Background: an optimization exercise with open tools, aiming at small area. Do not read the settings as production practice.
Function was checked by simulation only, so behaviour that the tests miss may differ from the original.
Power and IR drop assume default switching activity.

==> inputs of job 746 <==
## clockSyncTop
module clockSyncTop #(
    parameter int clkRate = 50_000,
    parameter int debounceTicks = 200,
    parameter int toleranceTicks = 1_000,
    parameter int detectRange = 3_000,
    parameter int dacCountsPerHz = 35,
    parameter int spiHalfTicks = 2
) (
    input  logic clk,
    input  logic rstN,
    input  logic csrStrobe,
    input  logic ppsPrimary,
    input  logic ppsSecondary,
    input  logic offsetBinary,
    input  csrPkg::csrCommand_t command,
    output csrPkg::syncStatus_t status,
    output syncPkg::dacValue_t dacReadback,
    output logic ppsStrobe,
    output logic SPI_CLK,
    output logic SPI_SYNCn,
    output logic SPI_SDI
);
    logic primaryStrobe;
    logic primaryValid;
    logic secondaryStrobe;
    logic secondaryValid;
    logic hwStrobe;
    logic hwPpsValid;
    logic pllEnable;
    logic dacLoad;
    syncPkg::dacValue_t dacLoadValue;
    logic followHw;
  ...
==> module ppsQualifier, before the edit <==
module ppsQualifier #(
    parameter int clkRate = 100_000_000,
    parameter int debounceTicks = 200,
    parameter int toleranceTicks = 20_000
) (
    input  logic clk,
    input  logic rstN,
    input  logic ppsAsync,
    output logic ppsStrobe,
    output logic ppsValid
);
    localparam int fastReload = clkRate - toleranceTicks - 1;
    localparam int slowReload = clkRate + toleranceTicks;
    localparam int fastBit = $clog2(slowReload - fastReload + 1);
    localparam int fastSteps = (fastReload + 2 ** fastBit - 1) / (2 ** fastBit);
    localparam int windowOffset = fastSteps * (2 ** fastBit) - fastReload;
    localparam int slowLimit = slowReload + windowOffset;
    localparam int intervalWidth = $clog2(slowLimit + 1);
    localparam int debounceWidth = $clog2(debounceTicks + 1);
    localparam int debounceStart = 2 ** debounceWidth - 1 - debounceTicks;
    logic ppsMeta;
    logic ppsSync;
    logic [debounceWidth-1:0] debounceCount;
    logic [debounceWidth-1:0] debounceNext;
    logic [intervalWidth-1:0] intervalCount;
    logic [intervalWidth-1:0] intervalNext;
    logic debounceDone;
    logic tooFast;
    logic tooSlow;
    logic accept;
    assign debounceDone = &debounceCount;
    assign tooFast = (intervalCount[intervalWidth-1:fastBit] != (intervalWidth - fastBit)'(fastSteps));
    assign tooSlow = (intervalCount == intervalWidth'(slowLimit));
    assign accept = ppsSync && debounceDone;
    rcInc #(.W(debounceWidth)) u_debounceInc (
        .a(debounceCount),
        .cin(!debounceDone),
        .sum(debounceNext)
    );
    rcInc #(.W(intervalWidth)) u_intervalInc (
        .a(intervalCount),
        .cin(!tooSlow),
        .sum(intervalNext)
    );
    always_ff @(posedge clk or negedge rstN) begin
        if (!rstN) begin
            ppsMeta <= 1'b0;
            ppsSync <= 1'b0;
            debounceCount <= debounceWidth'(debounceStart);
            intervalCount <= intervalWidth'(slowLimit);
            ppsStrobe <= 1'b0;
            ppsValid <= 1'b0;
        end else begin
            ppsMeta <= ppsAsync;
            ppsSync <= ppsMeta;
            ppsStrobe <= accept && !tooFast && !tooSlow;
            if (ppsSync) begin
                debounceCount <= debounceWidth'(debounceStart);
            end else begin
                debounceCount <= debounceNext;
            end
            if (accept) begin
                ppsValid <= !tooFast && !tooSlow;
                intervalCount <= intervalWidth'(windowOffset);
            end else begin
                if (tooSlow) begin
                    ppsValid <= 1'b0;
                end
                intervalCount <= intervalNext;
            end
        end
    end
endmodule
clock: 10.0 ns
lec_check: 0
cap_margin: 20
core_margin: 2
core_utilization: 40
place_density: 0.6
slew_margin: 20
run.sh (not shown) runs the stock make flow with config.mk's settings and CLKGATE_MAP_FILE= SYNTH_SCRIPT=/design/flow/synth_recipe.tcl, a recipe that flattens the netlist after the stock synthesis.
==> inputs of job 8623, as changes to job 746 <==
--- a/flow/design.v
+++ b/flow/design.v
@@ -84,47 +84,52 @@
     localparam int windowOffset = fastSteps * (2 ** fastBit) - fastReload;
     localparam int slowLimit = slowReload + windowOffset;
     localparam int intervalWidth = $clog2(slowLimit + 1);
     localparam int debounceWidth = $clog2(debounceTicks + 1);
     localparam int debounceStart = 2 ** debounceWidth - 1 - debounceTicks;
     logic ppsMeta;
     logic ppsSync;
+    logic ppsDelayed;
     logic [debounceWidth-1:0] debounceCount;
     logic [debounceWidth-1:0] debounceNext;
     logic [intervalWidth-1:0] intervalCount;
     logic [intervalWidth-1:0] intervalNext;
+    logic risingEdge;
     logic debounceDone;
     logic tooFast;
     logic tooSlow;
     logic accept;
+    assign risingEdge = ppsSync && !ppsDelayed;
     assign debounceDone = &debounceCount;
     assign tooFast = (intervalCount[intervalWidth-1:fastBit] != (intervalWidth - fastBit)'(fastSteps));
     assign tooSlow = (intervalCount == intervalWidth'(slowLimit));
-    assign accept = ppsSync && debounceDone;
+    assign accept = risingEdge && debounceDone;
     rcInc #(.W(debounceWidth)) u_debounceInc (
         .a(debounceCount),
         .cin(!debounceDone),
         .sum(debounceNext)
     );
     rcInc #(.W(intervalWidth)) u_intervalInc (
         .a(intervalCount),
         .cin(!tooSlow),
         .sum(intervalNext)
     );
     always_ff @(posedge clk or negedge rstN) begin
         if (!rstN) begin
             ppsMeta <= 1'b0;
             ppsSync <= 1'b0;
+            ppsDelayed <= 1'b0;
             debounceCount <= debounceWidth'(debounceStart);
             intervalCount <= intervalWidth'(slowLimit);
             ppsStrobe <= 1'b0;
             ppsValid <= 1'b0;
         end else begin
             ppsMeta <= ppsAsync;
             ppsSync <= ppsMeta;
+            ppsDelayed <= ppsSync;
             ppsStrobe <= accept && !tooFast && !tooSlow;
             if (ppsSync) begin
                 debounceCount <= debounceWidth'(debounceStart);
             end else begin
                 debounceCount <= debounceNext;
             end
             if (accept) begin
==> flow/flow/run.sh (new file) <==
#!/bin/bash
# The standard layout (standard.sh, unchanged synthesis) with two changes:
# - each port gets the platform's smallest buffer (buf_1) as its port buffer
# - clock tree synthesis builds its tree from clkbuf_8 and adds no dummy loads
set -euo pipefail
export BUFFER_PORTS_ARGS="-buffer_cell sky130_fd_sc_hd__buf_1"
export CTS_ARGS="-sink_clustering_enable -repair_clock_nets -dont_use_dummy_load -buf_list sky130_fd_sc_hd__clkbuf_8"
bash standard.sh > standard.log 2>&1
==> flow/standard.sh (new file) <==
#!/bin/bash
# synth_recipe.tcl (not shown) runs the flow's synth.tcl, then flattens the netlist and writes it again
# the make line also repeats each setting of config.mk as NAME=value (left out here)
make -C /OpenROAD-flow-scripts/flow DESIGN_CONFIG=/design/flow/config.mk WORK_HOME=/design/flow/orfs CLKGATE_MAP_FILE= SYNTH_SCRIPT=/design/flow/synth_recipe.tcl "${@:-finish}"
removed: flow/run.sh
==> inputs of job 9140, as changes to job 746 <==
--- a/flow/design.v
+++ b/flow/design.v
@@ -84,47 +84,52 @@
     localparam int windowOffset = fastSteps * (2 ** fastBit) - fastReload;
     localparam int slowLimit = slowReload + windowOffset;
     localparam int intervalWidth = $clog2(slowLimit + 1);
     localparam int debounceWidth = $clog2(debounceTicks + 1);
     localparam int debounceStart = 2 ** debounceWidth - 1 - debounceTicks;
     logic ppsMeta;
     logic ppsSync;
+    logic ppsDelayed;
     logic [debounceWidth-1:0] debounceCount;
     logic [debounceWidth-1:0] debounceNext;
     logic [intervalWidth-1:0] intervalCount;
     logic [intervalWidth-1:0] intervalNext;
+    logic risingEdge;
     logic debounceDone;
     logic tooFast;
     logic tooSlow;
     logic accept;
+    assign risingEdge = ppsSync && !ppsDelayed;
     assign debounceDone = &debounceCount;
     assign tooFast = (intervalCount[intervalWidth-1:fastBit] != (intervalWidth - fastBit)'(fastSteps));
     assign tooSlow = (intervalCount == intervalWidth'(slowLimit));
-    assign accept = ppsSync && debounceDone;
+    assign accept = risingEdge && debounceDone;
     rcInc #(.W(debounceWidth)) u_debounceInc (
         .a(debounceCount),
         .cin(!debounceDone),
         .sum(debounceNext)
     );
     rcInc #(.W(intervalWidth)) u_intervalInc (
         .a(intervalCount),
         .cin(!tooSlow),
         .sum(intervalNext)
     );
     always_ff @(posedge clk or negedge rstN) begin
         if (!rstN) begin
             ppsMeta <= 1'b0;
             ppsSync <= 1'b0;
+            ppsDelayed <= 1'b0;
             debounceCount <= debounceWidth'(debounceStart);
             intervalCount <= intervalWidth'(slowLimit);
             ppsStrobe <= 1'b0;
             ppsValid <= 1'b0;
         end else begin
             ppsMeta <= ppsAsync;
             ppsSync <= ppsMeta;
+            ppsDelayed <= ppsSync;
             ppsStrobe <= accept && !tooFast && !tooSlow;
             if (ppsSync) begin
                 debounceCount <= debounceWidth'(debounceStart);
             end else begin
                 debounceCount <= debounceNext;
             end
             if (accept) begin
@@ -240,16 +245,14 @@
     localparam int fastStep = fastKpShift - fastKiShift;
     localparam int baseWidth = stepWidth + slowStep;
     localparam int triWidth = baseWidth + 2;
     localparam int mulWidth = baseWidth + 5;
     localparam int sumWidth = 27;
     localparam int lowWidth = scaleShift;
     localparam int highWidth = sumWidth - lowWidth;
-    localparam int triBase = baseWidth - gateWidth - 1;
-    localparam int triTop = triBase + triWidth - dacWidth - 2;
     logic [gateWidth-1:0] gateCount;
     logic [gateWidth-1:0] gateNext;
     logic [errWidth-1:0] gateNeg;
     logic [unlockWidth-1:0] unlockCounter;
     logic [unlockWidth-1:0] unlockNext;
     logic earlyOverflow;
     logic lateOverflow;
@@ -266,16 +269,18 @@
     assign running = pllEnable && hwPpsValid;
     rcInc #(.W(gateWidth)) u_gateInc (.a(gateCount), .cin(1'b1), .sum(gateNext));
     assign gateNeg = ~{1'b0, gateCount};
     rcInc #(.W(unlockWidth)) u_unlockInc (.a(unlockCounter), .cin(1'b1), .sum(unlockNext));
     logic signed [stepWidth-1:0] errorStep;
     logic [baseWidth-1:0] stepShifted;
     logic [baseWidth-1:0] baseNow;
+    logic [baseWidth-1:gateWidth+1] baseTop;
     logic signed [baseWidth-1:0] base;
     logic [triWidth-1:0] triNow;
+    logic [triWidth-1:dacWidth+1] triTop;
     syncPkg::dacValue_t loadHold;
     logic signed [triWidth-1:0] tri3;
     logic signed [mulWidth-1:0] mul;
     logic signed [dacWidth-1:0] dacHigh;
     logic [lowWidth-1:0] mulLow;
     logic [lowWidth-1:0] sumLow;
     logic sumLowCarry;
@@ -310,26 +315,26 @@
         .a(baseA),
         .b(baseB),
         .cin(1'b0),
         .sum(baseNow[baseWidth-1:1]),
         .cout()
     );
     assign baseNow[0] = phaseErr[0];
-    assign base = {phaseErrOld[baseWidth-gateWidth-2:0], gateCount, phaseErr[0]};
+    assign base = {baseTop, gateCount, phaseErr[0]};
     assign triA = (triWidth - 1)'(triWidth'(base) >> 1);
     assign triB = (triWidth - 1)'(base);
     rcAdd #(.W(triWidth - 1)) u_tri (
         .a(triA),
         .b(triB),
         .cin(1'b0),
         .sum(triNow[triWidth-1:1]),
         .cout()
     );
     assign triNow[0] = base[0];
-    assign tri3 = {phaseErrOld[triTop:triBase], loadHold, phaseErr[0]};
+    assign tri3 = {triTop, loadHold, phaseErr[0]};
     assign mulA = (mulWidth - 5)'(mulWidth'(tri3) >> 5);
     assign mulB = (mulWidth - 5)'(base);
     rcAdd #(.W(mulWidth - 5)) u_mul (
         .a(mulA),
         .b(mulB),
         .cin(1'b0),
         .sum(mul[mulWidth-1:5]),
@@ -357,14 +362,16 @@
     );
     assign nextScaled = {sumHigh, dacScaled[lowWidth-1:0]};
     assign overMax = !nextScaled[sumWidth-1] &&
         ((|nextScaled[sumWidth-2:23]) ||
          ((&nextScaled[22:scaleShift]) && (|nextScaled[scaleShift-1:0])));
     assign underMin = nextScaled[sumWidth-1] && !(&nextScaled[sumWidth-2:23]);
     always_ff @(posedge clk) begin
+        baseTop <= baseNow[baseWidth-1:gateWidth+1];
+        triTop <= triNow[triWidth-1:dacWidth+1];
         if (pllState == awaitMultiply) begin
             loadHold <= triNow[dacWidth:1];
         end else begin
             loadHold <= dacLoadValue;
         end
     end
     always_ff @(posedge clk) begin
@@ -377,36 +384,28 @@
                 end else if (!earlyOverflow) begin
                     gateCount <= gateNext;
                 end
             end
             awaitLateHwPps: begin
                 gateCount <= gateNext;
             end
-            computeAction: begin
+            computeAction, awaitMultiply: begin
                 gateCount <= baseNow[gateWidth:1];
             end
-            awaitMultiply: begin
-            end
             awaitAccumulate: begin
-                gateCount[highWidth-errWidth:0] <= {mulHigh[highWidth-errWidth-1:0], sumLowCarry};
+                gateCount <= {baseNow[gateWidth:highWidth-errWidth+2], mulHigh[highWidth-errWidth-1:0], sumLowCarry};
             end
             default: begin
                 gateCount <= gateWidth'(detectRange - 1);
             end
         endcase
         case (pllState)
             initialize: begin
                 phaseErrOld <= '0;
             end
-            computeAction: begin
-                phaseErrOld[triBase-1:0] <= baseNow[baseWidth-1:gateWidth+1];
-            end
-            awaitMultiply: begin
-                phaseErrOld[triTop:triBase] <= triNow[triWidth-1:dacWidth+1];
-            end
             awaitAccumulate: begin
                 phaseErrOld <= mulHigh[highWidth-1:highWidth-errWidth];
             end
             applyDelta: begin
                 phaseErrOld <= phaseErr;
             end
             default: begin
==> flow/flow/run.sh (new file) <==
#!/bin/bash
# The standard layout (standard.sh, unchanged synthesis) with two changes:
# - each port gets the platform's smallest buffer (buf_1) as its port buffer
# - clock tree synthesis adds no dummy loads
set -euo pipefail
export BUFFER_PORTS_ARGS="-buffer_cell sky130_fd_sc_hd__buf_1"
export CTS_ARGS="-sink_clustering_enable -repair_clock_nets -dont_use_dummy_load"
bash standard.sh > standard.log 2>&1
==> flow/standard.sh (new file) <==
#!/bin/bash
# synth_recipe.tcl (not shown) runs the flow's synth.tcl, then flattens the netlist and writes it again
# the make line also repeats each setting of config.mk as NAME=value (left out here)
make -C /OpenROAD-flow-scripts/flow DESIGN_CONFIG=/design/flow/config.mk WORK_HOME=/design/flow/orfs CLKGATE_MAP_FILE= SYNTH_SCRIPT=/design/flow/synth_recipe.tcl "${@:-finish}"
removed: flow/run.sh
==> comparison table <==
Reported sequential group power: job 746 943 uW; job 8623 949 uW; job 9140 982 uW
Detailed route wirelength on metal2: job 746 12490 um; job 8623 12190 um; job 9140 11670 um
Routed length per instance: job 746 18.07 um; job 8623 17.97 um; job 9140 17.19 um
Worst voltage drop across the vdd grid: job 746 0.1074 mV; job 8623 0.06975 mV; job 9140 0.1208 mV
Register-to-register path setup slack: job 746 0.79 ns; job 8623 0.90 ns; job 9140 0.89 ns
Hold-critical path endpoint: job 746 u_primaryQualifier.ppsSync; job 8623 u_primaryQualifier.ppsSync; job 9140 u_secondaryQualifier.ppsSync
Proportion of cell area occupied by registers: job 746 37.11%; job 8623 39.83%; job 9140 40.45%
Power drawn by the clock network: job 746 720 uW; job 8623 399 uW; job 9140 574 uW
Multiplexer fraction of the synthesized cell area: job 746 2.428%; job 8623 3.640%; job 9140 1.976%
Non-filler cells in the finished layout: job 746 1483; job 8623 1468; job 9140 1472
Met3 wire length: job 746 1227 um; job 8623 1531 um; job 9140 1141 um
Worst Hold Slack: job 746 0.3596 ns; job 8623 0.3537 ns; job 9140 0.3508 ns
Net count after synthesis: job 746 1266; job 8623 1260; job 9140 1266
Switching power total: job 746 573.4 uW; job 8623 451.7 uW; job 9140 479.9 uW
Origin of the worst setup path: job 746 u_pllController.gateCount[1]; job 8623 u_pllController.gateCount[0]; job 9140 u_pllController.gateCount[0]
Number of non-clock inverters in the layout: job 746 102; job 8623 102; job 9140 104
Run status: job 746 finished clean; job 8623 finished clean; job 9140 finished clean

[static timing again, ports no longer ideal]
In the flow no input, the clock included, has a driving cell. The finished layouts below were timed again as built, in two steps.
Step 1 assumes that a clkbuf_16 drives the clock port and a buf_2 every other input.
Step 2, shift: input delay + t, output delay - t, t = (earliest + latest rising clock arrival at the registers) / 2. This alone moves slack from input paths to output paths.
Three values: ideal, step 1, step 2; two values: the first two.
run	shift t [ns]	setup slack, ns	clock arrival spread, ns
job 746	0.482	0.793 / 0.793 / 0.793	0.017 / 0.017
job 8623	0.506	0.901 / 0.901 / 0.901	0.039 / 0.039
job 9140	0.481	0.889 / 0.889 / 0.889	0.024 / 0.024
After both steps setup and hold are still met in every run listed.
